From an optimization exercise on the open Yosys and OpenROAD flow, aimed at small area, a short achievable clock period and few clock cycles per item; shortcuts taken in it are not production practice. RTL that was checked went through simulation tests only; none was proved equivalent to the original. Power is estimated from default activity; no workload was simulated.

==> flow/design.v <==
module mlp_sequencer #(
   parameter int N1        = 98,
   parameter int N2        = 10,
   parameter int W_K       = 4,
   parameter int W_X       = 8,
   parameter int W_OUT     = 16,
   parameter int ACT_SHIFT = 4,
   parameter int OUT_SHIFT = 8
) (
   input  logic                         clk,
   input  logic                         rstn,
   input  logic                         s_valid,
   output logic                         s_ready,
   input  logic [W_X-1:0]               s_data,
   output logic                         m_valid,
   input  logic                         m_ready,
   output logic [W_OUT-1:0]             m_data,
   output logic                         busy,
   output logic [1:0]                   w_sel,
   output logic [$clog2(N2+1)-1:0]      w_neuron,
   output logic [$clog2(N1/2+1)-1:0]    w_idx,
   input  logic [W_K-1:0]               w_data,
   output logic [W_K-1:0]               tanh_idx,
   input  logic [W_OUT-1:0]             tanh_data
);
   localparam int HALF   = N1 / 2;
   localparam int NEU_W  = $clog2(N2 + 1);
   localparam int IDX_W  = $clog2(N1 / 2 + 1);
   localparam int ACC1_W = W_X + W_K + $clog2(N1 + 2) - 1;    
   localparam int ACC2_W = W_OUT + W_K + $clog2(N2 + 1) - 1;  
   localparam int XW     = (W_OUT > W_X) ? W_OUT : W_X;
   localparam int TAP    = 1;    
   localparam logic signed [ACC1_W-1:0] T_MAX = ACC1_W'(2 ** (W_K - 1) - 1);
   localparam logic signed [ACC1_W-1:0] T_MIN = ACC1_W'(-(2 ** (W_K - 1)));
   logic                     r_l2;       
   logic                     r_out;      
   logic                     r_act;      
   logic [3:0]               r_pcnt;     
   logic                     r_first;    
   logic [1:0]               r_sel;
   logic [NEU_W-1:0]         r_neu;      
   logic [IDX_W-1:0]         r_idx;
   logic signed [XW-1:0]     r_x;        
   logic [ACC2_W-ACC1_W-1:0] r_yh;       
   logic                     r_m_valid;
   logic [N2*ACC1_W-1:0]     r_ring;
   logic                     r_mz, r_m2;  
   logic                     r_rdy;      
   logic                     r_neg0, r_one0, r_two0, r_neg1, r_one1, r_two1;
   logic                     w_bias, w_rdy, w_acc, w_last, w_mac, w_xld;
   logic [3:0]               w_pcnt;
   logic signed [XW-1:0]     w_x;
   logic [NEU_W-1:0]         w_neu_n;
   logic signed [ACC1_W-1:0] w_head, w_tap, w_sh;
   logic signed [ACC2_W-1:0] w_y;
   logic signed [ACC2_W-1:0] w_a, w_sum;
   logic [W_K-1:0]           w_t;
   assign w_head  = r_ring[ACC1_W-1:0];
   assign w_y     = {r_yh, r_ring[N2*ACC1_W-1 -: ACC1_W]};
   assign w_tap   = r_ring[TAP*ACC1_W +: ACC1_W];
   assign w_bias  = r_idx == IDX_W'(HALF);
   assign w_rdy   = r_rdy;
   assign w_acc   = s_valid && w_rdy;
   assign w_last  = r_pcnt == 4'd9;
   assign w_mac   = r_l2 || (!r_out && (r_act || w_bias || w_acc));
   always_comb begin
      if (r_l2 || r_out) w_pcnt = (r_pcnt == 4'd13) ? r_pcnt : r_pcnt + 1'b1;
      else if (!r_act) w_pcnt = 4'd1;
      else if (w_last && w_bias && r_sel != 2'd0) w_pcnt = '0;
      else w_pcnt = r_pcnt + 1'b1;
   end
   always_comb begin
      w_xld = 1'b1;
      w_x   = $signed(tanh_data);
      if (r_out) begin
         w_xld = r_pcnt == 4'd12;
         w_x   = XW'(w_y >>> OUT_SHIFT);
      end else if (!r_l2) begin
         w_xld = !r_act;
         w_x   = w_bias ? XW'(1) : XW'($signed(s_data));
      end else if (r_pcnt == 4'd10) begin
         w_x   = XW'(1);
      end
   end
   assign w_neu_n = (r_neu == NEU_W'(N2 - 1)) ? '0 : r_neu + 1'b1;
   assign s_ready  = rstn && w_rdy;
   assign busy     = rstn && !w_rdy;
   assign w_sel    = r_sel;
   assign w_neuron = r_neu;
   assign w_idx    = r_idx;
   assign tanh_idx = w_t;
   assign m_valid  = r_m_valid;
   assign m_data   = r_x;
   logic [XW:0]          b_x, b_x2, b_pp0, b_pp1;
   logic [ACC2_W-1:0]    c_r1, c_r2, c_s, c_c;
   assign b_x    = {r_x[XW-1], r_x};
   assign b_x2   = {r_x, 1'b0};
   assign b_pp0  = (({(XW+1){r_one0}} & b_x) | ({(XW+1){r_two0}} & b_x2)) ^ {(XW+1){r_neg0}};
   assign b_pp1  = (({(XW+1){r_one1}} & b_x) | ({(XW+1){r_two1}} & b_x2)) ^ {(XW+1){r_neg1}};
   assign w_a    = r_mz ? '0 : r_m2 ? w_y : ACC2_W'(w_head);
   assign c_r1   = {4'b1111, ~b_pp0[XW], b_pp0[XW], b_pp0[XW], b_pp0[XW-1:0]};
   assign c_r2   = {4'b0000, ~b_pp1[XW], b_pp1[XW-1:0], r_neg1, r_neg0};
   assign c_s    = w_a ^ c_r1 ^ c_r2;
   assign c_c    = (w_a & c_r1) | (w_a & c_r2) | (c_r1 & c_r2);
   logic [ACC2_W:0] c_sum;
   localparam int CPA_W = ACC2_W + 1;
   logic [CPA_W-1:0] k_a, k_b, k_g0, k_p0;
   logic [CPA_W-1:0] k_G, k_P;
   assign k_a  = {c_s, r_neg1};
   assign k_b  = {c_c[ACC2_W-2:0], r_neg1, r_neg1};
   assign k_g0 = k_a & k_b;
   assign k_p0 = k_a ^ k_b;
   always_comb begin
      k_G = k_g0;
      k_P = k_p0;
      for (int d = 1; d < CPA_W; d = d * 2)
         for (int i = 2 * d - 1; i < CPA_W; i = i + 2 * d) begin
            k_G[i] = k_G[i] | (k_P[i] & k_G[i - d]);
            k_P[i] = k_P[i] & k_P[i - d];
         end
      for (int d = 16; d >= 1; d = d / 2)
         for (int i = 3 * d - 1; i < CPA_W; i = i + 2 * d) begin
            k_G[i] = k_G[i] | (k_P[i] & k_G[i - d]);
            k_P[i] = k_P[i] & k_P[i - d];
         end
   end
   assign c_sum  = k_p0 ^ {k_G[CPA_W-2:0], 1'b0};
   assign w_sum  = c_sum[ACC2_W:1];
   always_comb begin
      w_sh = w_tap >>> ACT_SHIFT;
      if (w_sh > T_MAX)      w_t = W_K'(2 ** W_K - 1);
      else if (w_sh < T_MIN) w_t = '0;
      else                   w_t = W_K'(w_sh) ^ W_K'(2 ** (W_K - 1));
   end
   always_ff @(posedge clk) begin
      r_ring <= {w_sum[ACC1_W-1:0], r_ring[N2*ACC1_W-1:ACC1_W]};
      r_neg0 <= w_mac & w_data[1];
      r_one0 <= w_mac & w_data[0];
      r_two0 <= w_mac & w_data[1] & ~w_data[0];
      r_neg1 <= w_mac & w_data[3] & ~(w_data[2] & w_data[1]);
      r_one1 <= w_mac & (w_data[2] ^ w_data[1]);
      r_two1 <= w_mac & ((w_data[3] & ~w_data[2] & ~w_data[1]) | (~w_data[3] & w_data[2] & w_data[1]));
      r_pcnt <= w_pcnt;
      r_mz   <= r_l2 ? r_pcnt == 4'd0 : r_first;
      r_m2   <= r_l2;
      if (w_xld) r_x <= w_x;
      r_yh   <= w_sum[ACC2_W-1:ACC1_W];
   end
   always_ff @(posedge clk) begin
      if (!rstn) begin
         r_l2      <= 1'b0;
         r_out     <= 1'b0;
         r_act     <= 1'b0;
         r_first   <= 1'b1;
         r_sel     <= '0;
         r_neu     <= '0;
         r_idx     <= '0;
         r_m_valid <= 1'b0;
         r_rdy     <= 1'b1;
      end else begin
         r_neu <= w_neu_n;
         if (r_out && r_pcnt == 4'd12) r_m_valid <= 1'b1;
         else if (m_ready) r_m_valid <= 1'b0;
         if (r_out) begin
            if (r_pcnt == 4'd13 && m_ready) begin
               r_out <= 1'b0;
               r_rdy <= 1'b1;
            end
         end else if (r_l2) begin
            r_idx <= IDX_W'(w_neu_n);
            if (r_pcnt == 4'd9) begin
               r_idx <= IDX_W'(N2);
            end else if (r_pcnt == 4'd10) begin
               r_l2    <= 1'b0;
               r_out   <= 1'b1;
               r_first <= 1'b1;
               r_sel   <= '0;
               r_idx   <= '0;
            end
         end else if (!r_act) begin
            if (w_bias) begin
               r_act <= 1'b1;
               r_rdy <= 1'b0;
            end else if (w_acc) begin
               if (|s_data) begin
                  r_act <= 1'b1;
                  r_rdy <= 1'b0;
               end else begin
                  r_idx <= r_idx + 1'b1;
                  r_rdy <= r_idx != IDX_W'(HALF - 1);
               end
            end
         end else if (w_last) begin
            r_act   <= 1'b0;
            r_first <= 1'b0;
            if (!w_bias) begin
               r_idx <= r_idx + 1'b1;
               r_rdy <= r_idx != IDX_W'(HALF - 1);
            end else if (r_sel == 2'd0) begin
               r_sel <= 2'd1;
               r_idx <= '0;
               r_rdy <= 1'b1;
            end else begin
               r_l2  <= 1'b1;
               r_sel <= 2'd2;
               r_idx <= IDX_W'(w_neu_n);
            end
         end
      end
   end
endmodule
clock: 8.0 ns
lec_check: 0
cap_margin: 20
core_margin: 2
core_utilization: 40
cts_buf_list: sky130_fd_sc_hd__clkbuf_16
cts_cluster_diameter: 120
cts_cluster_size: 25
place_density: 0.8
setup_slack_margin: 4.45
slew_margin: 20
standard.sh (not shown) runs the stock make flow with config.mk's settings and CLKGATE_MAP_FILE= SYNTH_SCRIPT=/design/flow/synth_recipe.tcl, a recipe that flattens the netlist after the stock synthesis.
==> flow/flow/run.sh <==
#!/bin/bash
# Standard layout with two changes: port buffers are plain buf_1 cells, and
# after placement the reset port buffer keeps only the gates of s_ready and
# busy, while a new buffer drives the rest of the reset net (flow/iso.tcl).
set -e
export BUFFER_PORTS_ARGS="-buffer_cell sky130_fd_sc_hd__buf_1"
bash standard.sh place > standard_place.log 2>&1
RES=$PWD/orfs/results/sky130hd/mlp_sequencer/base
RES=$RES OUT=$RES/3_place.odb openroad -no_init -exit flow/iso.tcl > iso.log 2>&1
bash standard.sh finish > standard_finish.log 2>&1
Other scripts of this flow, unchanged in this note and not shown: flow/flow/iso.tcl
Rerun with:
--- a/flow/design.v
+++ b/flow/design.v
@@ -102,30 +102,9 @@
    assign c_r2   = {4'b0000, ~b_pp1[XW], b_pp1[XW-1:0], r_neg1, r_neg0};
    assign c_s    = w_a ^ c_r1 ^ c_r2;
    assign c_c    = (w_a & c_r1) | (w_a & c_r2) | (c_r1 & c_r2);
    logic [ACC2_W:0] c_sum;
-   localparam int CPA_W = ACC2_W + 1;
-   logic [CPA_W-1:0] k_a, k_b, k_g0, k_p0;
-   logic [CPA_W-1:0] k_G, k_P;
-   assign k_a  = {c_s, r_neg1};
-   assign k_b  = {c_c[ACC2_W-2:0], r_neg1, r_neg1};
-   assign k_g0 = k_a & k_b;
-   assign k_p0 = k_a ^ k_b;
-   always_comb begin
-      k_G = k_g0;
-      k_P = k_p0;
-      for (int d = 1; d < CPA_W; d = d * 2)
-         for (int i = 2 * d - 1; i < CPA_W; i = i + 2 * d) begin
-            k_G[i] = k_G[i] | (k_P[i] & k_G[i - d]);
-            k_P[i] = k_P[i] & k_P[i - d];
-         end
-      for (int d = 16; d >= 1; d = d / 2)
-         for (int i = 3 * d - 1; i < CPA_W; i = i + 2 * d) begin
-            k_G[i] = k_G[i] | (k_P[i] & k_G[i - d]);
-            k_P[i] = k_P[i] & k_P[i - d];
-         end
-   end
-   assign c_sum  = k_p0 ^ {k_G[CPA_W-2:0], 1'b0};
+   assign c_sum  = {c_s, r_neg1} + {c_c[ACC2_W-2:0], r_neg1, r_neg1};
    assign w_sum  = c_sum[ACC2_W:1];
    always_comb begin
       w_sh = w_tap >>> ACT_SHIFT;
       if (w_sh > T_MAX)      w_t = W_K'(2 ** W_K - 1);
What happened: Sequential share of layout area is lower by 0.17 points; die area is higher by about 3%; final area hardly moves; wire length is higher by 4.6%; global-route usage is lower by 0.28 points; cell count is higher by 5.5%; power is lower by 11%; hold slack loses 8.5 ps; maximum frequency is higher by about 0.7%.
Testbench counts after the change, summed over its fixed seeds: cycles 89,766, items 96.
The RTL of the first run of this note was laid out without a check of its function.

-- what the ideal ports hide --
Ports are ideal in the flow. The routed layouts listed here were re-timed in OpenROAD.
Step 1 (the two cells are an assumption about what drives the block):
set clk [get_ports {clk}]
set_driving_cell -lib_cell sky130_fd_sc_hd__clkbuf_16 $clk
set_driving_cell -lib_cell sky130_fd_sc_hd__buf_2 [delete_from_list [all_inputs] $clk]
Step 2 moves the port delays by t, midway between the first and last clock arrival at a register: inputs arrive t later, outputs are due t later. That takes back most of the time a late clock gives input paths.
a / b / c = ideal ports / drivers / drivers and shift; a / b = the first two.
run | shift t [ns] | setup slack, ns | worst setup path at the end
the first run | 0.510 | 4.425 / 4.409 / 4.409 | input to output
the second run | 0.512 | 4.449 / 4.417 / 4.174 | input to register
After both steps every run listed still meets setup and hold. The setup slack of the second run, which loses most, moves by -0.032 ns with the drivers and by -0.275 ns with both steps.
